Source: an optimization exercise on an open RTL-to-GDS flow (aim: small area and a short achievable clock period). Production flows keep margins and buffers that such runs may drop. The RTL was checked by simulation tests, not by an equivalence proof against the original design. Power figures rest on the tool's default switching activity, not on a simulated workload.

==> design/flow/design.v <==
`default_nettype none
package cpu_trace_pkg;
  localparam logic [1:0] TRACE_KIND_RF  = 2'b01;
  localparam logic [1:0] TRACE_KIND_MEM = 2'b10;
  localparam int TRACE_ADDR_W = 32;
  localparam int TRACE_DATA_W = 32;
  localparam int TRACE_CYC_W  = 32;
  localparam int TRACE_ENTRY_W = 2 + TRACE_CYC_W + TRACE_ADDR_W + 5 +
                                 TRACE_DATA_W + TRACE_ADDR_W + TRACE_DATA_W;
endpackage
`default_nettype wire
`default_nettype none
module trace_halt_detect #(
  parameter int ADDR_W      = 32,
  parameter int HALT_CYCLES = 4
) (
  input  logic              clk,
  input  logic              rst_n,
  input  logic              clr,
  input  logic              en,
  input  logic [ADDR_W-1:0] pc,
  output logic              halted,     
  output logic              halted_i,   
  output logic              halted_nx   
);
  localparam int              CNT_W       = $clog2(HALT_CYCLES);
  localparam logic [CNT_W-1:0] c_halt_last = CNT_W'(HALT_CYCLES - 1);
  localparam logic [CNT_W-1:0] c_halt_arm  = CNT_W'(HALT_CYCLES - 2);
  logic [ADDR_W-1:0] r_prev_pc;
  logic [CNT_W-1:0]  r_cnt;
  logic              r_halted;
  logic              r_halted_o;   
  logic              w_same;
  logic              w_arm;
  assign w_same = en && (pc == r_prev_pc);
  assign w_arm  = w_same && (r_cnt == c_halt_arm);
  always_ff @(posedge clk or negedge rst_n) begin
    if (!rst_n) begin
      r_prev_pc  <= '0;
      r_cnt      <= '0;
      r_halted   <= 1'b0;
      r_halted_o <= 1'b0;
    end else if (clr) begin
      r_prev_pc  <= '0;
      r_cnt      <= '0;
      r_halted   <= 1'b0;
      r_halted_o <= 1'b0;
    end else begin
      r_prev_pc <= pc;
      if (w_arm) r_halted_o <= 1'b1;
      if (!r_halted) begin
        if (w_same) begin
          if (r_cnt != c_halt_last) r_cnt <= r_cnt + CNT_W'(1);
          if (r_cnt == c_halt_arm) r_halted <= 1'b1;
        end else begin
          r_cnt <= '0;
        end
      end
    end
  end
  assign halted    = r_halted_o;
  assign halted_i  = r_halted;
  assign halted_nx = !clr && (r_halted || w_arm);
endmodule
`default_nettype wire
`default_nettype none
module cpu_trace_buffer #(
  parameter int DEPTH       = 16,
  parameter int ADDR_W      = 32,
  parameter int DATA_W      = 32,
  parameter int CYC_W       = 32,
  parameter int HALT_CYCLES = 4
) (
  input  logic                       clk,
  input  logic                       rst_n,
  input  logic                       en,
  input  logic                       clr,
  input  logic                       mode_wrap,
  input  logic [ADDR_W-1:0]          pc,
  input  logic                       rf_we,
  input  logic [4:0]                 rf_waddr,
  input  logic [DATA_W-1:0]          rf_wdata,
  input  logic                       mem_we,
  input  logic [ADDR_W-1:0]          mem_addr,
  input  logic [DATA_W-1:0]          mem_wdata,
  output logic                       rd_valid,
  input  logic                       rd_ready,
  output logic [1:0]                 rd_kind,
  output logic [CYC_W-1:0]           rd_cycle,
  output logic [ADDR_W-1:0]          rd_pc,
  output logic [4:0]                 rd_reg,
  output logic [DATA_W-1:0]          rd_rdata,
  output logic [ADDR_W-1:0]          rd_maddr,
  output logic [DATA_W-1:0]          rd_mdata,
  output logic [$clog2(DEPTH):0]     count,
  output logic                       overflow,
  output logic                       halted,
  output logic [CYC_W-1:0]           cycle
);
  localparam int CNT_W   = $clog2(DEPTH) + 1;
  localparam int RING    = DEPTH - 1;
  localparam int ENTRY_W = 2 + CYC_W + ADDR_W + 5 + DATA_W + ADDR_W + DATA_W;
  logic [CNT_W-1:0]   r_count;
  logic               r_valid;    
  logic               r_rc0;      
  logic               r_full;     
  logic [RING-1:0]    r_wsel;
  localparam int RSEL_N = 4;
  localparam int SLICE  = (ENTRY_W + RSEL_N - 1) / RSEL_N;
  logic [RING-1:0]    r_rsel [0:RSEL_N-1];
  logic               r_overflow;
  logic [CYC_W-1:0]   r_cycle;
  logic [CNT_W-1:0]   r_count_o;
  logic               r_valid_o;
  logic [CYC_W-1:0]   r_cycle_o;
  logic [ENTRY_W-1:0] r_ring [0:RING-1];
  logic [ENTRY_W-1:0] r_head;
  logic [ENTRY_W-1:0] w_in;
  logic [ENTRY_W-1:0] w_ring_rd;
  logic [ENTRY_W-1:0] w_ring_head;
  logic w_halted, w_halted_nx;
  logic r_fnh;      
  logic w_full_nx;
  logic w_rf_ev, w_ev, w_push, w_pop, w_full_nopop;
  logic w_direct, w_drop, w_ovw, w_ring_push, w_ring_pop, w_load_head, w_ring_we;
  logic w_inc, w_dec;
  trace_halt_detect #(
    .ADDR_W      (ADDR_W),
    .HALT_CYCLES (HALT_CYCLES)
  ) u_halt (
    .clk      (clk),
    .rst_n    (rst_n),
    .clr      (clr),
    .en       (en),
    .pc       (pc),
    .halted    (halted),
    .halted_i  (w_halted),
    .halted_nx (w_halted_nx)
  );
  assign w_rf_ev      = rf_we && (rf_waddr != 5'd0);
  assign w_ev         = w_rf_ev || mem_we;
  assign w_push       = en && !w_halted && w_ev;
  assign w_pop        = r_valid && rd_ready;
  assign w_full_nopop = r_full && !rd_ready;
  assign w_drop       = w_push && w_full_nopop && !mode_wrap;
  assign w_ovw        = r_fnh && !rd_ready && en && w_ev && mode_wrap;
  assign w_direct     = r_rc0 && (rd_ready || !r_valid);
  assign w_ring_push  = w_push && !w_direct && !w_drop;
  assign w_ring_pop   = !r_rc0 && (w_pop || w_ovw);
  assign w_load_head  = rd_ready || !r_valid || w_ovw;
  assign w_inc        = w_push && !w_pop && !r_full;
  assign w_dec        = !w_push && w_pop;
  assign w_in = {mem_we, w_rf_ev, r_cycle, pc,
                 rf_waddr & {5{w_rf_ev}}, rf_wdata & {DATA_W{w_rf_ev}},
                 mem_addr & {ADDR_W{mem_we}}, mem_wdata & {DATA_W{mem_we}}};
  always_comb begin
    w_ring_rd = '0;
    for (int b = 0; b < ENTRY_W; b++)
      for (int i = 0; i < RING; i++)
        w_ring_rd[b] = w_ring_rd[b] | (r_rsel[b / SLICE][i] & r_ring[i][b]);
  end
  assign w_ring_head = {w_ring_rd[ENTRY_W-1], |w_ring_rd[2*DATA_W+ADDR_W +: 5],
                        w_ring_rd[ENTRY_W-3:0]};
  assign w_ring_we = !r_full || rd_ready || (r_fnh && en && w_ev && mode_wrap);
  always_ff @(posedge clk) begin
    for (int i = 0; i < RING; i++)
      if (w_ring_we && r_wsel[i]) r_ring[i] <= w_in;
    if (w_load_head) r_head <= r_rc0 ? w_in : w_ring_head;
  end
  assign w_full_nx = w_inc ? (r_count == CNT_W'(DEPTH - 1)) : (w_dec ? 1'b0 : r_full);
  always_ff @(posedge clk or negedge rst_n) begin
    if (!rst_n) begin
      r_count    <= '0;
      r_valid    <= 1'b0;
      r_rc0      <= 1'b1;
      r_full     <= 1'b0;
      r_fnh      <= 1'b0;
      r_wsel     <= RING'(1);
      for (int k = 0; k < RSEL_N; k++) r_rsel[k] <= RING'(1);
      r_overflow <= 1'b0;
      r_cycle    <= '0;
      r_count_o  <= '0;
      r_valid_o  <= 1'b0;
      r_cycle_o  <= '0;
    end else if (clr) begin
      r_count    <= '0;
      r_valid    <= 1'b0;
      r_rc0      <= 1'b1;
      r_full     <= 1'b0;
      r_fnh      <= 1'b0;
      r_wsel     <= RING'(1);
      for (int k = 0; k < RSEL_N; k++) r_rsel[k] <= RING'(1);
      r_overflow <= 1'b0;
      r_cycle    <= '0;
      r_count_o  <= '0;
      r_valid_o  <= 1'b0;
      r_cycle_o  <= '0;
    end else begin
      if (en && !w_halted && (r_cycle != {CYC_W{1'b1}})) r_cycle <= r_cycle + CYC_W'(1);
      if (en && !w_halted && (r_cycle_o != {CYC_W{1'b1}})) r_cycle_o <= r_cycle_o + CYC_W'(1);
      if (w_push && w_full_nopop) r_overflow <= 1'b1;
      if (w_ring_push) r_wsel <= {r_wsel[RING-2:0], r_wsel[RING-1]};
      if (w_ring_pop)
        for (int k = 0; k < RSEL_N; k++) r_rsel[k] <= {r_rsel[k][RING-2:0], r_rsel[k][RING-1]};
      r_fnh <= w_full_nx && !w_halted_nx;
      if (w_inc) begin
        r_count <= r_count + CNT_W'(1);
        r_valid <= 1'b1;
        r_rc0   <= (r_count == '0);
        r_full  <= (r_count == CNT_W'(DEPTH - 1));
        r_count_o <= r_count_o + CNT_W'(1);
        r_valid_o <= 1'b1;
      end else if (w_dec) begin
        r_count <= r_count - CNT_W'(1);
        r_valid <= (r_count != CNT_W'(1));
        r_rc0   <= (r_count <= CNT_W'(2));
        r_full  <= 1'b0;
        r_count_o <= r_count_o - CNT_W'(1);
        r_valid_o <= (r_count_o != CNT_W'(1));
      end
    end
  end
  assign rd_valid = r_valid_o;
  assign rd_kind  = r_head[ENTRY_W-1 -: 2];
  assign rd_cycle = r_head[ENTRY_W-3 -: CYC_W];
  assign rd_pc    = r_head[ENTRY_W-3-CYC_W -: ADDR_W];
  assign rd_reg   = r_head[2*DATA_W+ADDR_W +: 5];
  assign rd_rdata = r_head[DATA_W+ADDR_W +: DATA_W];
  assign rd_maddr = r_head[DATA_W +: ADDR_W];
  assign rd_mdata = r_head[0 +: DATA_W];
  assign count    = r_count_o;
  assign overflow = r_overflow;
  assign cycle    = r_cycle_o;
endmodule
`default_nettype wire
==> design/flow/flow/run.sh <==
#!/bin/bash
# Standard layout with two changes to how it is made:
#  - every port is buffered, as standard, but with buf_4 instead of the
#    smallest buffer the tool picks (a slow delay cell);
#  - after global placement each output port's buffer is moved to its pin
#    and a flip-flop that feeds only that buffer is moved right behind it
#    (a flip-flop that also feeds other logic keeps its place and gets its
#    port buffer beside it).
set -euo pipefail
WORK=$(pwd)
export BUFFER_PORTS_ARGS="-buffer_cell sky130_fd_sc_hd__buf_4"
export POST_GLOBAL_PLACE_TCL="$WORK/flow/pull_outputs.tcl"
bash standard.sh > "$WORK/standard_flow.log" 2>&1
==> design/flow/flow/pull_outputs.tcl <==
# Pull each output port's buffer to its pin, and the flip-flop that feeds
# only that buffer right behind it, so the flop-to-port path is short. A flop
# that also feeds other logic stays, and its port buffer goes beside it.
set block [ord::get_db_block]
set core [$block getCoreArea]
set cx0 [$core xMin]; set cy0 [$core yMin]; set cx1 [$core xMax]; set cy1 [$core yMax]
proc clamp {v lo hi} { expr {$v < $lo ? $lo : ($v > $hi ? $hi : $v)} }
proc driver_of {net} {
  foreach it [$net getITerms] {
    if {[$it isOutputSignal]} { return $it }
  }
  return ""
}
set moved_buf 0; set moved_ff 0
foreach bterm [$block getBTerms] {
  if {[$bterm getIoType] ne "OUTPUT"} continue
  set net [$bterm getNet]
  if {$net eq "NULL" || $net eq ""} continue
  set drv [driver_of $net]
  if {$drv eq ""} continue
  set buf [$drv getInst]
  set bb [$bterm getBBox]
  set px [expr {([$bb xMin] + [$bb xMax]) / 2}]
  set py [expr {([$bb yMin] + [$bb yMax]) / 2}]
  # inward direction
  set dl [expr {$px - $cx0}]; set dr [expr {$cx1 - $px}]
  set db [expr {$py - $cy0}]; set dt [expr {$cy1 - $py}]
  set m [lsort -real [list $dl $dr $db $dt]]
  set mn [lindex $m 0]
  set dx 0; set dy 0
  if {$mn == $dl} {set dx 1} elseif {$mn == $dr} {set dx -1} elseif {$mn == $db} {set dy 1} else {set dy -1}
  set bm [$buf getMaster]
  set bw [$bm getWidth]; set bh [$bm getHeight]
  set bx [clamp [expr {$px - $bw/2}] $cx0 [expr {$cx1 - $bw}]]
  set by [clamp [expr {$py - $bh/2}] $cy0 [expr {$cy1 - $bh}]]
  # the flop feeding the buffer, if any
  set ff ""
  set loads 0
  foreach it [$buf getITerms] { if {[$it isInputSignal]} { set ain $it } }
  set n2 [$ain getNet]
  if {$n2 ne "NULL" && $n2 ne ""} {
    set d2 [driver_of $n2]
    if {$d2 ne "" && [[[$d2 getInst] getMaster] isSequential]} {
      set ff [$d2 getInst]
      foreach it [$n2 getITerms] { if {[$it isInputSignal]} { incr loads } }
    }
  }
  if {$ff ne "" && $loads > 1} {
    # the flop also feeds logic of its own: leave it, and put the buffer
    # right beside it so the flop drives a short wire
    set loc [$ff getLocation]
    set fw [[$ff getMaster] getWidth]
    set bx [clamp [expr {[lindex $loc 0] + $fw}] $cx0 [expr {$cx1 - $bw}]]
    set by [clamp [lindex $loc 1] $cy0 [expr {$cy1 - $bh}]]
    $buf setLocation $bx $by
    incr moved_buf
    continue
  }
  $buf setLocation $bx $by
  incr moved_buf
  if {$ff eq ""} continue
  set fm [$ff getMaster]
  set fw [$fm getWidth]; set fh [$fm getHeight]
  if {$dx == 1} { set fx [expr {$bx + $bw}]; set fy $by
  } elseif {$dx == -1} { set fx [expr {$bx - $fw}]; set fy $by
  } elseif {$dy == 1} { set fx $bx; set fy [expr {$by + $bh}]
  } else { set fx $bx; set fy [expr {$by - $fh}] }
  set fx [clamp $fx $cx0 [expr {$cx1 - $fw}]]
  set fy [clamp $fy $cy0 [expr {$cy1 - $fh}]]
  $ff setLocation $fx $fy
  incr moved_ff
}
puts "pull_outputs: moved $moved_buf output buffers and $moved_ff flip-flops"
==> design/flow/standard.sh <==
#!/bin/bash
# synth_recipe.tcl (not shown) runs the flow's synth.tcl, then flattens the netlist and writes it again
# the make line also repeats each setting of config.mk as NAME=value (left out here)
make -C /OpenROAD-flow-scripts/flow DESIGN_CONFIG=/design/flow/config.mk WORK_HOME=/design/flow/orfs CLKGATE_MAP_FILE= SYNTH_SCRIPT=/design/flow/synth_recipe.tcl "${@:-finish}"
==> design/flow/config.mk <==
export PLATFORM = sky130hd
export DESIGN_NAME = cpu_trace_buffer
export DESIGN_NICKNAME = cpu_trace_buffer
export VERILOG_FILES = /design/flow/design.v
export SDC_FILE = /design/flow/constraint.sdc
export NUM_CORES = 4
export LEC_CHECK = 0
export CAP_MARGIN = 20
export CORE_MARGIN = 2
export CORE_UTILIZATION = 68
export CTS_CLUSTER_DIAMETER = 60
export CTS_CLUSTER_SIZE = 24
export SETUP_SLACK_MARGIN = 3.0
export SLEW_MARGIN = 20
==> design/flow/constraint.sdc <==
create_clock -name core_clock -period 5.5 [get_ports {clk}]
set_input_delay 1.1000 -clock core_clock [delete_from_list [all_inputs] [get_ports {clk}]]
set_output_delay 1.1000 -clock core_clock [all_outputs]
set_load 0.01 [all_outputs]
==> summary.txt <==
==> layer usage <==
metal  GRT usage, %  part of all wire, %  wire (um)
met2           57.0                   46     144000
met4           11.0                  3.5      10800
met3           7.83                   14      43600
met5              0               0.0080         25
met1           54.3                   36     113000
==> power groups by stage <==
stage                     clock network, uW  logic, uW  registers [uW]
final                                 13300       3190           24600
after global routing                  14100       3320           24600
after global placement                    0       2590           25100
after CTS                             13300       2970           24500
after detailed placement                  0       2720           25000
after floorplan                           0       1150           25100
==> repair_timing <==
action,CTS,global route
cloned,20,94
hold endpoints to repair,0,0
setup endpoints to repair,2728,2083
gates resized for setup,191,151
buffers inserted,74,46
pin swaps,16,9
==> state kept, by name (all words and copies together) (netlist names), 2 cells and up <==
register and cells:
r_cycle_o 32, r_wsel 15, r_cycle 32, r_count 5, r_rsel 60, u_halt.r_prev_pc 32, r_ring 2490, r_head 167
r_count_o 5, u_halt.r_cnt 2
==> kinds of logic after synthesis <==
group | share of synthesized area, %
AO/OA/AOI/OAI | 11.4
XOR/XNOR | 0.310
adder cells (fa/ha/maj) | 0.156
buffers and inverters | 1.53
flip-flops | 81.0
multiplexers | 0.871
AND/OR/NAND/NOR | 4.72
==> synth_stat cells, types with 50 or more instances <==
| master | n | area (sq um) |
|---|---|---|
| edfxtp_1 | 2657 | 79800 |
| a22oi_1 | 1074 | 8060 |
| clkbuf_1 | 350 | 1310 |
| nand4_1 | 311 | 1950 |
| a21oi_1 | 240 | 1200 |
| dfrtp_1 | 185 | 4630 |
| o22a_1 | 146 | 1280 |
| and2_1 | 119 | 744 |
| nor2_1 | 81 | 304 |
| mux2i_1 | 74 | 741 |
| nand3_1 | 72 | 360 |
| nand2b_1 | 61 | 382 |
| o21ai_0 | 50 | 250 |
==> worst register-to-register path: stages (launching register included) <==
cell     delay [ns]
dfstp_4        0.92
inv_12         0.31
buf_4          0.61
o22a_1         0.41
==> cell type report <==
class,instances,area [sq um],area share (%)
timing repair buffer,714,8480,7.07
antenna,11,27.5,0.0230
clock buffer,192,4240,3.54
sequential,2848,84700,70.7
tap,2030,2540,2.12
inverter,29,121,0.101
multi-input combinational,2635,18700,15.6
clock inverter,91,1050,0.878
==> stage by stage <==
stage	setup TNS (ns)	utilization (%)	worst slack, ns	instance area (sq um)
final	0	78.7	2.81	120000
after floorplan	-882.09	-	-2.03	104000
after detailed placement	0	72.3	1.50	110000
after CTS	0	76.8	2.91	117000
after global placement	0	72.3	1.45	110000
after global routing	0	78.7	2.83	120000
==> worst min path at each step <==
stage | from | end | slack [ns] | depth (start not counted)
final | rst_n | r_cycle[9]$_DFFE_PN0P_ | 0.30 | 1
after global routing | rst_n | r_cycle[8]$_DFFE_PN0P_ | 0.36 | 1
after CTS | rst_n | r_cycle[9]$_DFFE_PN0P_ | 0.32 | 1
after detailed placement | r_overflow$_DFFE_PN0P_ | r_overflow$_DFFE_PN0P_ | 0.50 | 2
after global placement | r_wsel[14]$_DFFE_PN0P_ | r_wsel[14]$_DFFE_PN0P_ | 0.50 | 2
after floorplan | r_wsel[14]$_DFFE_PN0P_ | r_wsel[14]$_DFFE_PN0P_ | 0.49 | 2
==> cell usage in the layout, fill, tap and decap left out, types with 38 or more instances in the layout <==
cell       Yosys  layout
clkbuf_16      0     219
a221oi_1      44      44
dfrtp_2        0      75
o22a_1       146     146
a22oi_1     1074    1074
nor2_1        81      78
edfxtp_1    2657    2657
dfrtp_1      185      97
a21oi_1      240     237
nand3_1       72      70
o21ai_0       50      50
buf_16         0      38
buf_12         0      55
buf_6          0     163
buf_4          2     391
and2_1       119      96
or3_1         41      40
nand2b_1      61      61
nand2_1       43      42
mux2i_1       74      74
nand4_1      311     311
a22o_1        44      44
==> summary.txt <==
- Status: finished clean
- Drt initial violations: 11600
- CP cell instances: buf_6 > or3_4 > o31a_4 > o2111ai_4 > buf_12 > nand2_8 > and2_4 > buf_12
- Clock skew: 0.0332 ns
- P_int: ~32000 uW
- DIE WIDTH: 396 um
- Clock Power Share: 32.4%
- Worst-skew pair later-pin latency: 0.83 ns
- All-Layer GR Usage: 36.9%
- Synth-to-Final Area Change: 14.7%
- Post-synth EDFFs: approximately 2700
- Placed cells: 8022
- Number of port buffers: 347
- Reg-to-Reg End: r_head[148]$_DFFE_PP_
- CP Depth: 8
- CP startpoint: rf_waddr[0]
- Final ANT Viol Nets: 0
- Pre-antenna DRT Iters: 6
- Mean Syn Cell Area: about 18 sq um
- Final period util: 48.9%
- Worst-Margin Slew: 1.07 ns
- Combinational share of power: 7.8%
- Pwr Density: 343 nW/um^2
- Share of cells above drive strength 1: roughly 18%
- Synthesized area: between 100000 and 150000 sq um
- # rows: between 100 and 150
- CTS H-tree depth: 4
- Seq cells post-synth: 2848
- CP required: between 6 and 7 ns
- Sw frac: 22.8%
- Deepest clock path buffer count: 3
- Netlist cell types: between 60 and 70
- Vias/cell: 7.41
- Yosys warns: 4
- Crit start category: input port
- Synth async-reset ratio: 6.71%
- Routed WL per cell: approximately 36 um
- Global-route wire length before repair: around 420 mm
- WHS: 0.305 ns
- Placed wire-length estimate: 142 mm
- FMAX: ~370 MHz
- Root buffer cell: clkbuf_16
- Worst Setup EP: r_ring[11][64]$_DFFE_PP_
- Sequential share of the synthesized area: around four fifths
- IO Count: between 300 and 400
- Initial antenna violation count: 10
- Syn nets: 6036
- Setup crit end kind: register
- Slew HR: 28.0%
- Fill cells: 8090
- Die height: roughly 400 um
- MaxCap Viol Count: 0
- Reg2reg path depth: 3
- Top cell family by delay on the critical path: simple AND/OR/NAND/NOR gates
- Worst reg2reg startpoint: r_rc0$_DFFE_PN1P_
- Final-report max-slew violation count: 0
- Hold Path Class: input port to async pin
- PnR Total Power: 41100 uW
- Worst-path maximum fanout: 42
- CTS tree: yes
- FF-to-FF setup slack: 2.97 ns
- Overflow after GRT: 0
- Maximum VDD drop: 311 uV
- Tmin final: about 2.7 ns
- Final wirelength: roughly 310 mm
- Psw: 9370 uW
- Syn Inst Count: 5882
- Final Hold Vio Count: 0
- Die area: 157000 sq um
- Main synth FF type: edfxtp_1
- Seq pwr share: 59.8%
- Cts bufs inserted: between 150 and 200
- Critical Path AT: 3.22 ns
- Largest net degree at the start of global routing: 121
- Nets: 6541
- Leak: 0.0392 uW
- Final setup fails: 0
- Max stage delay on crit path: about 0.45 ns
- Hold buffer count at cts: 0
- Core area: 152000 sq um
- DRC violation count after routing: 0
- Non-filler cells, final: 8550
- DR vias: 63400
- CTS Sinks: 2848
- Clk slew on worst S/H paths: 0.09 ns
- RSZ-0062 raised after global routing: true
- Most frequent CP cell: buf_12
- Critical path class: input port to register
- Critical path buffers and inverters: 3
- CP max-delay cell: or3_4
- Vias in the first global route: just under 60000
- Starting density of the core: slightly below 70%

re-timing with driven ports:
In the flow no input, the clock included, has a driving cell. The finished layout below was timed again as built, in two steps. Step 1: set_driving_cell puts a clkbuf_16 on clk and a buf_2 on each other input, an assumption about the parent block. Step 2, shift: input delay + t, output delay - t, t = (earliest + latest rising clock arrival at the registers) / 2. This alone moves slack from input paths to output paths. Slacks: ideal ports / drivers / drivers and shift; pairs: ideal ports / drivers.
t (ns): 0.909
setup slack, ns: 2.809 / 2.870 / 1.961
worst setup path at the end: input to register
After both steps this run still meets setup and hold. For this run, drivers alone change the setup slack by +0.061 ns; drivers and shift together by -0.848 ns.
